Context: an optimization exercise on an open-source flow, tuned for small area. The choices shown serve that exercise and are no tape-out recipe. In this exercise RTL edits were held to simulation tests only and were not proved equivalent to the original. No activity file was given, so power comes from the tool's default toggle rates.

### flow/config.mk
export PLATFORM = sky130hd
export DESIGN_NAME = matrix_link
export DESIGN_NICKNAME = matrix_link
export VERILOG_FILES = /design/flow/design.v
export SDC_FILE = /design/flow/constraint.sdc
export NUM_CORES = 4
export LEC_CHECK = 0
export CAP_MARGIN = 20
export CORE_MARGIN = 2
export CORE_UTILIZATION = 40
export SLEW_MARGIN = 20
### flow/constraint.sdc
create_clock -name core_clock -period 7.0 [get_ports {clk}]
set_input_delay 1.4000 -clock core_clock [delete_from_list [all_inputs] [get_ports {clk}]]
set_output_delay 1.4000 -clock core_clock [all_outputs]
set_load 0.01 [all_outputs]
### flow/design.v
module matrix_link #(
    parameter int BIT_NUM        = 18,
    parameter int CHANNEL_SIZE   = 16,
    parameter int TIMEOUT_CYCLES = 64
) (
    input  logic               clk,
    input  logic               rst_n,
    input  logic               ld_en,
    input  logic [3:0]         ld_addr,
    input  logic [BIT_NUM-1:0] ld_R,
    input  logic [BIT_NUM-1:0] ld_I,
    input  logic               start,
    output logic               busy,
    output logic               tx_valid,
    output logic [BIT_NUM-1:0] tx_R,
    output logic [BIT_NUM-1:0] tx_I,
    input  logic               rx_valid,
    input  logic [BIT_NUM-1:0] rx_R,
    input  logic [BIT_NUM-1:0] rx_I,
    input  logic [3:0]         rd_addr,
    output logic [BIT_NUM-1:0] rd_R,
    output logic [BIT_NUM-1:0] rd_I,
    output logic               done,
    output logic               timeout
);
    typedef enum logic [2:0] {
        S_IDLE,
        S_SEND,
        S_WAIT,
        S_CAPTURE,
        S_DONE
    } state_t;
    localparam logic [3:0] LAST_BEAT = 4'(CHANNEL_SIZE - 1);
    state_t     state, state_nx;
    logic [3:0] cnt, cnt_nx;
    logic       src_we;
    logic       res_we;
    logic [BIT_NUM-1:0] src_r [CHANNEL_SIZE];
    logic [BIT_NUM-1:0] src_i [CHANNEL_SIZE];
    logic [BIT_NUM-1:0] res_r [CHANNEL_SIZE];
    logic [BIT_NUM-1:0] res_i [CHANNEL_SIZE];
    localparam int WAIT_W = (TIMEOUT_CYCLES > 1) ? $clog2(TIMEOUT_CYCLES) : 1;
    localparam logic [WAIT_W-1:0] WAIT_LAST = WAIT_W'(TIMEOUT_CYCLES - 1);
    logic [WAIT_W-1:0] wait_cnt, wait_cnt_nx;
    logic              to_flag, to_flag_nx;
    always_ff @(posedge clk or negedge rst_n) begin
        if (!rst_n) begin
            state    <= S_IDLE;
            cnt      <= '0;
            wait_cnt <= '0;
            to_flag  <= 1'b0;
        end else begin
            state    <= state_nx;
            cnt      <= cnt_nx;
            wait_cnt <= wait_cnt_nx;
            to_flag  <= to_flag_nx;
        end
    end
    always_comb begin
        state_nx = state;
        cnt_nx   = cnt;
        src_we   = 1'b0;
        res_we   = 1'b0;
        busy     = (state != S_IDLE);
        tx_valid = 1'b0;
        tx_R     = '0;
        tx_I     = '0;
        done     = 1'b0;
        timeout  = 1'b0;
        wait_cnt_nx = wait_cnt;
        to_flag_nx  = to_flag;
        case (state)
            S_IDLE: begin
                src_we = ld_en;
                if (start) begin
                    state_nx = S_SEND;
                    cnt_nx   = '0;
                    to_flag_nx = 1'b0;
                end
            end
            S_SEND: begin
                tx_valid = 1'b1;
                tx_R     = src_r[cnt];
                tx_I     = src_i[cnt];
                cnt_nx   = cnt + 4'd1;
                if (cnt == LAST_BEAT) begin
                    state_nx = S_WAIT;
                    cnt_nx   = '0;
                    wait_cnt_nx = '0;
                end
            end
            S_WAIT: begin
                if (rx_valid) begin
                    res_we   = 1'b1;
                    state_nx = S_CAPTURE;
                    cnt_nx   = 4'd1;
                end
                else if (wait_cnt == WAIT_LAST) begin
                    state_nx   = S_DONE;
                    to_flag_nx = 1'b1;
                end else begin
                    wait_cnt_nx = wait_cnt + 1'b1;
                end
            end
            S_CAPTURE: begin
                if (rx_valid) begin
                    res_we = 1'b1;
                    cnt_nx = cnt + 4'd1;
                    if (cnt == LAST_BEAT) begin
                        state_nx = S_DONE;
                    end
                end
            end
            S_DONE: begin
                done     = 1'b1;
                timeout    = to_flag;
                to_flag_nx = 1'b0;
                state_nx = S_IDLE;
                cnt_nx   = '0;
            end
            default: begin
                state_nx = S_IDLE;
                cnt_nx   = '0;
            end
        endcase
    end
    always_ff @(posedge clk or negedge rst_n) begin
        if (!rst_n) begin
            for (int i = 0; i < CHANNEL_SIZE; i++) begin
                src_r[i] <= '0;
                src_i[i] <= '0;
                res_r[i] <= '0;
                res_i[i] <= '0;
            end
        end else begin
            if (src_we) begin
                src_r[ld_addr] <= ld_R;
                src_i[ld_addr] <= ld_I;
            end
            if (res_we) begin
                res_r[cnt] <= rx_R;
                res_i[cnt] <= rx_I;
            end
        end
    end
    assign rd_R = res_r[rd_addr];
    assign rd_I = res_i[rd_addr];
endmodule
### flow/run.sh
#!/bin/bash
# synth_recipe.tcl (not shown) runs the flow's synth.tcl, then flattens the netlist and writes it again
# the make line also repeats each setting of config.mk as NAME=value (left out here)
make -C /OpenROAD-flow-scripts/flow DESIGN_CONFIG=/design/flow/config.mk WORK_HOME=/design/flow/orfs CLKGATE_MAP_FILE= SYNTH_SCRIPT=/design/flow/synth_recipe.tcl finish
==> key figures, run 1 <==
STA
  – Slew headroom: between 15 and 20%
  – Clock Skews: roughly 0.024 ns
  – Max frequency: approximately 160 MHz
  – Slew Limit Fails: 0
  – Final setup fails: 0
  – Worst hold margin: between 0.4 and 0.5 ns
  – Total Neg Setup Slack: 0 ns
  – Final Hold Viols: 0
  – RSZ-0062 raised after global routing: false
  – Fin crit share: 86.81%
  – Post-route setup slack: a little over 0.9 ns
  – Worst-margin pin slew: around 1.2 ns
  – Final min period: 6.077 ns

Global route
  – Pin count of the biggest net entering global routing: roughly 170
  – Initial antenna violation count: 8
  – Total GRT Usage: between 20 and 30%
  – First-pass GRT wire length: ~260000 um
  – Vias in the first global route: approximately 37000
  – Grt total ovfl: 0

Finish
  – Final Cell Area: slightly above 60000 um^2
  – Commonest non-fill, non-tap cells in the layout: 1213 x mux2_2, 1164 x dfrtp_1, 158 x a22oi_1
  – Final core occ: between 40% and 50%
  – Synth-to-layout area growth: 15.34%
  – NumNets Final: 4155
  – Layout cells sized above 1: slightly below 40%
  – Non-filler cells in the finished layout: 5926
  – Commonest non-fill, non-tap cell in the layout: mux2_2

Floorplanning
  – DIE WIDTH: ~370 um
  – Initial Util: about two fifths
  – Die Ht: around 370 um
  – Site Rows: ~130
  – Core ar.: between 100000 and 150000 um^2
  – # IOs: 161
  – Die area: approximately 140000 um^2

CTS
  – Setup bufs post-CTS: 0
  – Clock root buffer: clkbuf_16
  – Num Clock Sinks: about 1200
  – CTS Buffer Depth: 3
  – Clock latency on the worst-skew pair: 0.76 ns
  – Hold buffer count at CTS: 0
  – H-tree lvl count: 4
  – Total CTS buffers: approximately 130
  – CTS clk-pin slew, worst paths: approximately 0.06 ns
  – Post-CTS Resized: 0
  – CTS tree: done

Route
  – Final WL: 175200 um
  – Wire per inst: ~30 um
  – DR vias/cell: between 6 and 7
  – First-pass iteration count of the detailed router: 8
  – Detail Route Antenna Nets: 0
  – # DRC: 0
  – Routed via count: between 30000 and 40000
  – DR iter-0 viols: slightly below 4000

Job
  – Max_cap viols: 0

Worst setup path
  – Worst reg2reg path startpoint: cnt[0]
  – Worst-path fanout max: 47
  – Worst r2r dst: res_r[10][15]
  – Crit. End Element: primary output
  – Worst endpoint data arrival time: ~4.7 ns
  – Crit Path Category: in -> out
  – R2R depth: 7
  – Startpoint types: input pin
  – Critical Path RT: around 5.6 ns
  – Reg-to-reg slack, setup: about 2.7 ns

Pwr
  – Total power: between 20 and 25 mW
  – VDD IR max: roughly 0.00037 V
  – P_leak: roughly 27 nW
  – PwrDens: 392.6 nW/um^2

Yosys
  – Netlist cell types: roughly 70
  – Yosys warns: 5
  – Yosys top cell area share: roughly 55%
  – Synth Register Bits: 1166
  – Seq/Total Area, Yosys: between 50% and 60%
  – Cell area after synthesis: ~53000 um^2
  – Synth Net Count: slightly above 4000
  – Synth area leader: dfrtp_1
  – Post-synth EDFFs: 0
  – Top cells by area, synth: dfrtp_1 55%, mux2_2 26%, a22oi_1 2.2%
  – Syn Inst Count: roughly 4000
  – Syn Area/Cell: approximately 13 um^2
  – Async S/R FF share, synth: between 90% and 100%
  – Synth Flop Type: dfrtp_1

Place
  – Pre-CTS setup slack: between 1 and 1.5 ns
  – Placed insts: between 5000 and 6000
  – Hpwl dp: between 100000 and 150000 um
  – IO buf count: 160
  – Cell Area, Placed: between 50000 and 60000 um^2
  – RePlAce Congestion: roughly 0.89

Min path
  – Hold endpoint: src_i[12][17]
  – Hold depth: 1
  – Worst hold-check path type: reg -> reg
  – Hold Startpoint: src_i[12][17]

Outcome
  – Outcome: complete, no violations
## state kept, by name, indices dropped and copies added, names as in the netlist
register	count
src_i	288
res_i	288
state	3
to_flag	1
wait_cnt	6
res_r	288
src_r	288
cnt	4
## worst max-delay path: stages
cell             delay [ns]
buf_4                  0.57
buf_4                  0.33
nor2b_1                0.70
a22oi_1                0.20
o22ai_1                0.19
and4b_1                0.22
a21oi_1                0.41
clkdlybuf4s50_1        0.63
## synthesized netlist by cell type (29+ instances only)
cell type  count
a22o_1        63
a22oi_1      158
mux2i_1       86
o21ai_0      111
mux2_2      1213
nor2_1        95
dfrtp_1     1166
a21oi_1      116
a221oi_1      60
nand2_1      113
nor2b_1       29
clkbuf_1     219
a31oi_1       32
nand3_1       40
a222oi_1      35
buf_2        107
o22ai_1       38
## report_power, final
group	leakage, nW	switching [mW]	total [mW]	internal [mW]
Combinational	9.80	3.73	6.79	3.06
Clock	2.27	2.92	7.35	4.43
Sequential	15.4	1.17	9.85	8.68
## cell families (layout without fill, tap and decap cells)
logic type | after synthesis | in the layout | synth area share, %
multiplexers | 1305 | 1305 | 27.60
flip-flops | 1166 | 1166 | 55.08
AO/OA/AOI/OAI | 786 | 786 | 10.80
buffers and inverters | 376 | 534 | 3.016
AND/OR/NAND/NOR | 374 | 374 | 3.394
adder cells (fa/ha/maj) | 5 | 5 | 0.1181
other | 0 | 1 | 0
## final cells by class
class	count	area, um^2
inverter	12	45.04
fill	11750	70360
tap	1755	2196
clock inverter	49	686.9
multi-input combinational	2470	22460
timing repair buffer	284	2613
sequential	1166	29190
antenna	1	2.502
clock buffer	189	3923
## how the worst max path moves through the flow
| stage | from | endpoint | cells after the start |
|---|---|---|---|
| after floorplan | rd_addr[0] | rd_I[12] | 7 |
| after global placement | rd_addr[0] | rd_R[17] | 8 |
| after detailed placement | rd_addr[0] | rd_R[17] | 8 |
| after CTS | cnt[0] | tx_I[11] | 9 |
| after global routing | cnt[0] | tx_I[15] | 8 |
| final | rd_addr[0] | rd_R[17] | 8 |
## metal layers
metal	part of all wire, %	up-vias	global-route usage (%)	routed length, um
met5	0.024	-	0	42
met4	3.3	6	8.697	5735
met3	6.9	330	4.809	12120
met2	47	1416	40.88	82190
met1	43	19300	34.96	75150
li1	-	15110	-	-
==> run 2, diff against run 1 <==
--- a/flow/design.v
+++ b/flow/design.v
@@ -23,6 +23,7 @@
     output logic               done,
     output logic               timeout
 );
+    localparam int W = 2 * BIT_NUM;
     typedef enum logic [2:0] {
         S_IDLE,
         S_SEND,
@@ -35,10 +36,10 @@
     logic [3:0] cnt, cnt_nx;
     logic       src_we;
     logic       res_we;
-    logic [BIT_NUM-1:0] src_r [CHANNEL_SIZE];
-    logic [BIT_NUM-1:0] src_i [CHANNEL_SIZE];
-    logic [BIT_NUM-1:0] res_r [CHANNEL_SIZE];
-    logic [BIT_NUM-1:0] res_i [CHANNEL_SIZE];
+    logic       res_full, res_full_nx;
+    logic [W-1:0]            src [CHANNEL_SIZE];
+    logic [W-1:0]            res [CHANNEL_SIZE];
+    logic [CHANNEL_SIZE-1:0] src_ld;
     localparam int WAIT_W = (TIMEOUT_CYCLES > 1) ? $clog2(TIMEOUT_CYCLES) : 1;
     localparam logic [WAIT_W-1:0] WAIT_LAST = WAIT_W'(TIMEOUT_CYCLES - 1);
     logic [WAIT_W-1:0] wait_cnt, wait_cnt_nx;
@@ -47,26 +48,27 @@
         if (!rst_n) begin
             state    <= S_IDLE;
             cnt      <= '0;
+            res_full <= 1'b0;
             wait_cnt <= '0;
             to_flag  <= 1'b0;
         end else begin
             state    <= state_nx;
             cnt      <= cnt_nx;
+            res_full <= res_full_nx;
             wait_cnt <= wait_cnt_nx;
             to_flag  <= to_flag_nx;
         end
     end
     always_comb begin
-        state_nx = state;
-        cnt_nx   = cnt;
-        src_we   = 1'b0;
-        res_we   = 1'b0;
-        busy     = (state != S_IDLE);
-        tx_valid = 1'b0;
-        tx_R     = '0;
-        tx_I     = '0;
-        done     = 1'b0;
-        timeout  = 1'b0;
+        state_nx    = state;
+        cnt_nx      = cnt;
+        res_full_nx = res_full;
+        src_we      = 1'b0;
+        res_we      = 1'b0;
+        busy        = (state != S_IDLE);
+        tx_valid    = 1'b0;
+        done        = 1'b0;
+        timeout     = 1'b0;
         wait_cnt_nx = wait_cnt;
         to_flag_nx  = to_flag;
         case (state)
@@ -80,8 +82,6 @@
             end
             S_SEND: begin
                 tx_valid = 1'b1;
-                tx_R     = src_r[cnt];
-                tx_I     = src_i[cnt];
                 cnt_nx   = cnt + 4'd1;
                 if (cnt == LAST_BEAT) begin
                     state_nx = S_WAIT;
@@ -107,7 +107,8 @@
                     res_we = 1'b1;
                     cnt_nx = cnt + 4'd1;
                     if (cnt == LAST_BEAT) begin
-                        state_nx = S_DONE;
+                        state_nx    = S_DONE;
+                        res_full_nx = 1'b1;
                     end
                 end
             end
@@ -126,23 +127,29 @@
     end
     always_ff @(posedge clk or negedge rst_n) begin
         if (!rst_n) begin
-            for (int i = 0; i < CHANNEL_SIZE; i++) begin
-                src_r[i] <= '0;
-                src_i[i] <= '0;
-                res_r[i] <= '0;
-                res_i[i] <= '0;
-            end
-        end else begin
-            if (src_we) begin
-                src_r[ld_addr] <= ld_R;
-                src_i[ld_addr] <= ld_I;
-            end
-            if (res_we) begin
-                res_r[cnt] <= rx_R;
-                res_i[cnt] <= rx_I;
-            end
+            src_ld <= '0;
+        end else if (src_we) begin
+            src_ld[ld_addr] <= 1'b1;
         end
     end
-    assign rd_R = res_r[rd_addr];
-    assign rd_I = res_i[rd_addr];
+    always_ff @(posedge clk) begin
+        if (src_we) src[ld_addr] <= {ld_R, ld_I};
+        if (res_we) res[cnt]     <= {rx_R, rx_I};
+    end
+    logic [CHANNEL_SIZE-1:0] tx_sel, rd_sel;
+    logic [W-1:0]            tx_w, rd_w;
+    logic                    capturing;
+    assign capturing = (state == S_CAPTURE);
+    always_comb begin
+        tx_w = '0;
+        rd_w = '0;
+        for (int k = 0; k < CHANNEL_SIZE; k++) begin
+            tx_sel[k] = (cnt == 4'(k)) && src_ld[k];
+            rd_sel[k] = (rd_addr == 4'(k)) && (res_full || (capturing && 4'(k) < cnt));
+            tx_w = tx_w | ({W{tx_sel[k]}} & src[k]);
+            rd_w = rd_w | ({W{rd_sel[k]}} & res[k]);
+        end
+    end
+    assign {tx_R, tx_I} = tx_w;
+    assign {rd_R, rd_I} = rd_w;
 endmodule
==> run 2 against run 1 <==
  * Sequential power shrank 17%
  * First-iteration DRC count shrank 15%
  * Cell area shrank 16%
  * Wire length shrank 28%
  * Critical path depth is the same
  * Utilization grew 0.59 points
  * Clock-buffer cell count shrank 51
  * Non-clock buffer count shrank 38
  * Critical endpoint is now rd_I[14]
==> key figures, run 2 <==
Yosys
  – Yosys warns: 1 (-4)
  – Async S/R FF share, synth: 2.620% (-97 points)
  – Seq/Total Area, Yosys: 80.43% (+25 points)
  – Top cells by area, synth: edfxtp_1 79%, a22oi_1 4.0%, dfrtp_1 1.8%
  – Yosys top cell area share: 78.66% (+24 points)
  – Synth cell count leaders: 1152 x edfxtp_1, 237 x a22oi_1, 136 x clkbuf_1
  – Count leader, synth: edfxtp_1
  – Synth Register Bits: 1183 (+1.5%)
  – Synth Net Count: 2575 (-37%)
  – Cell area after synthesis: 43980 um^2 (-17%)
  – Syn Area/Cell: 17.73 um^2 (+34%)
  – Synth Flop Type: edfxtp_1
  – Netlist cell types: 67 (-1.5%)
  – Syn Inst Count: 2480 (-38%)
  – Post-synth EDFFs: 1152 (+1152)
  – Synth area leader: edfxtp_1

Job
  – Max_cap viols: 0 (unchanged)

STA
  – Max frequency: 158.8 MHz (-3.5%)
  – Final Hold Viols: 0 (unchanged)
  – Fin crit share: 89.96% (+3.1 points)
  – Post-route setup slack: 0.7031 ns (-0.2203 ns)
  – Slew Limit Fails: 0 (unchanged)
  – RSZ-0062 raised after global routing: false
  – Slew headroom: 19.40% (-0.47 points)
  – Final min period: 6.297 ns (+0.2203 ns)
  – Clock Skews: 0.03529 ns (+0.01093 ns)
  – Total Neg Setup Slack: 0 ns (unchanged)
  – Worst-margin pin slew: 1.209 ns (+0.01017 ns)
  – Final setup fails: 0 (unchanged)
  – Worst hold margin: 0.4531 ns (-0.04025 ns)

CTS
  – CTS clk-pin slew, worst paths: 0.06 ns (about the same)
  – CTS tree: done
  – Hold buffer count at CTS: 0 (unchanged)
  – Clock latency on the worst-skew pair: 0.72 ns (-0.04 ns)
  – Clock root buffer: clkbuf_16
  – Setup bufs post-CTS: 0 (unchanged)
  – CTS Buffer Depth: 3 (unchanged)
  – H-tree lvl count: 3 (-1)
  – Total CTS buffers: 113 (-14%)
  – Num Clock Sinks: 1183 (+1.5%)
  – Post-CTS Resized: 0 (unchanged)

Floorplanning
  – Site Rows: 121 (-9.0%)
  – # IOs: 161 (unchanged)
  – Core ar.: 109000 um^2 (-17%)
  – Die Ht: 335.6 um (-8.8%)
  – Initial Util: 40.34% (+0.046 points)
  – Die area: 112600 um^2 (-17%)
  – DIE WIDTH: 335.6 um (-8.8%)

Global route
  – Pin count of the biggest net entering global routing: 42 (-76%)
  – First-pass GRT wire length: 178000 um (-31%)
  – Total GRT Usage: 21.82% (-3.8 points)
  – Vias in the first global route: 25450 (-31%)
  – Initial antenna violation count: 17 (+9)
  – Grt total ovfl: 0 (unchanged)

Place
  – RePlAce Congestion: 0.8046 (-9.8%)
  – Cell Area, Placed: 47670 um^2 (-16%)
  – Placed insts: 3973 (-30%)
  – Pre-CTS setup slack: 0.8230 ns (-0.2586 ns)
  – Hpwl dp: 68730 um (-34%)
  – IO buf count: 160 (unchanged)

Finish
  – Synth-to-layout area growth: 16.67%
  – Multi-input gate area: 8227 um^2 (-63%)
  – Top Registers: res (576), src (576), src_ld (16)
  – Non-filler cells in the finished layout: 4185 (-29%)
  – Layout cells sized above 1: 11.42% (-28 points)
  – Commonest non-fill, non-tap cells in the layout: 1152 x edfxtp_1, 237 x a22oi_1, 159 x clkdlybuf4s50_1
  – Final core occ: 47.07% (+0.59 points)
  – Sequential cell area: 35370 um^2 (+21%)
  – Final Cell Area: 51310 um^2 (-16%)
  – FILL cells: 9046 (-23%)
  – Commonest non-fill, non-tap cell in the layout: edfxtp_1
  – NumNets Final: 2769 (-33%)

Route
  – Final WL: 125400 um (-28%)
  – Detail Route Antenna Nets: 0 (unchanged)
  – DR iter-0 viols: 3342 (-15%)
  – M1 WL: 48750 um (-35%)
  – WL met2: 60860 um (-26%)
  – First-pass iteration count of the detailed router: 6 (-2)
  – Top Layer Used: met5
  – DR vias/cell: 6.141 (+0.63%)
  – Wire per inst: 29.96 um (+1.3%)
  – Met3 wire len: 12130 um (about the same)
  – Routed via count: 25700 (-29%)
  – # DRC: 0 (unchanged)

Min path
  – Worst hold-check path type: reg -> reg

Worst setup path
  – Crit Path Category: in -> out
  – Worst endpoint data arrival time: 4.90 ns (+0.22 ns)
  – Worst-path fanout max: 15 (-68%)
  – Startpoint types: input pin
  – Crit. End Element: primary output
  – Critical Path RT: 5.60 ns (about the same)

Outcome
  – Outcome: complete, no violations

Pwr
  – PwrDens: 300.2 nW/um^2 (-24%)
  – VDD IR max: 0.0002418 V (-34%)
  – P_leak: 16.30 nW (-41%)
  – Total power: 15.40 mW (-36%)
-- run 2: path summary, 6_finish.rpt --
kind / cells past startpoint / startpoint / slack [ns] / to
min reg2reg: 1 / src_ld[3] / 0.45 / src_ld[3]
min: 1 / src_ld[3] / 0.45 / src_ld[3]
max reg2reg: 5 / state[0] / 3.68 / src[2][28]
max in group asynchronous: 1 / rst_n / 5.71 / cnt[2]
min in group asynchronous: 1 / rst_n / 0.77 / res_full
max: 8 / rd_addr[1] / 0.70 / rd_I[14]
-- run 2: kinds of logic after synthesis --
group | Yosys count | share of synthesized area (%)
flip-flops | 1183 | 80.43
XOR/XNOR | 5 | 0.09957
multiplexers | 1 | 0.02560
AND/OR/NAND/NOR | 467 | 5.892
adder cells (fa/ha/maj) | 10 | 0.2845
AO/OA/AOI/OAI | 637 | 11.65
buffers and inverters | 177 | 1.627
-- run 2: cell type report --
type	instances	area share (%)
Inverter	10	0.07316
Clock inverter	71	1.339
Tap cell	1414	3.448
Timing Repair Buffer	246	4.419
Clock buffer	138	5.736
Sequential cell	1183	68.94
Multi-Input combinational cell	1120	16.03
Antenna cell	3	0.01463
-- run 2: power breakdown --
part           internal [mW]  total [mW]  switching [mW]
combinational          0.484        1.30           0.820
sequential              8.00        8.13           0.129
clock                   3.37        5.97            2.61
-- run 2: critical path, cell delays in order --
cell             delay (ns)
clkdlybuf4s50_1        0.72
nor2_2                 0.15
and2_1                 0.40
buf_4                  0.34
and3_1                 0.21
a2111oi_0              0.83
nand4b_1               0.29
clkdlybuf4s50_1        0.56
-- run 2: routing by layer --
layer | vias up | global-route usage, %
met5 | - | 0
met4 | 28 | 6.793
met3 | 251 | 4.811
met2 | 1421 | 36.25
met1 | 13180 | 28.61
li1 | 10820 | -

-- afterwards: timing with drivers on the ports --
In the flow no input, the clock included, has a driving cell. The finished layouts below were timed again as built, in two steps. Step 1: set_driving_cell puts a clkbuf_16 on clk and a buf_2 on each other input, an assumption about the parent block. Step 2, shift: input delay + t, output delay - t, t = (earliest + latest rising clock arrival at the registers) / 2. This alone moves slack from input paths to output paths. a / b / c = ideal / step 1 / step 2; a / b = the first two.
| run | t, ns | slack for setup (ns) | latest minus earliest clock arrival (ns) |
|---|---|---|---|
| run 1 | 0.826 | 0.923 / 0.896 / 0.896 | 0.036 / 0.035 |
| run 2 | 0.770 | 0.703 / 0.586 / 0.586 | 0.041 / 0.041 |
After both steps setup and hold are still met in every run listed. The setup slack of run 2, which loses most, moves by -0.117 ns with the drivers and by -0.117 ns with both steps.
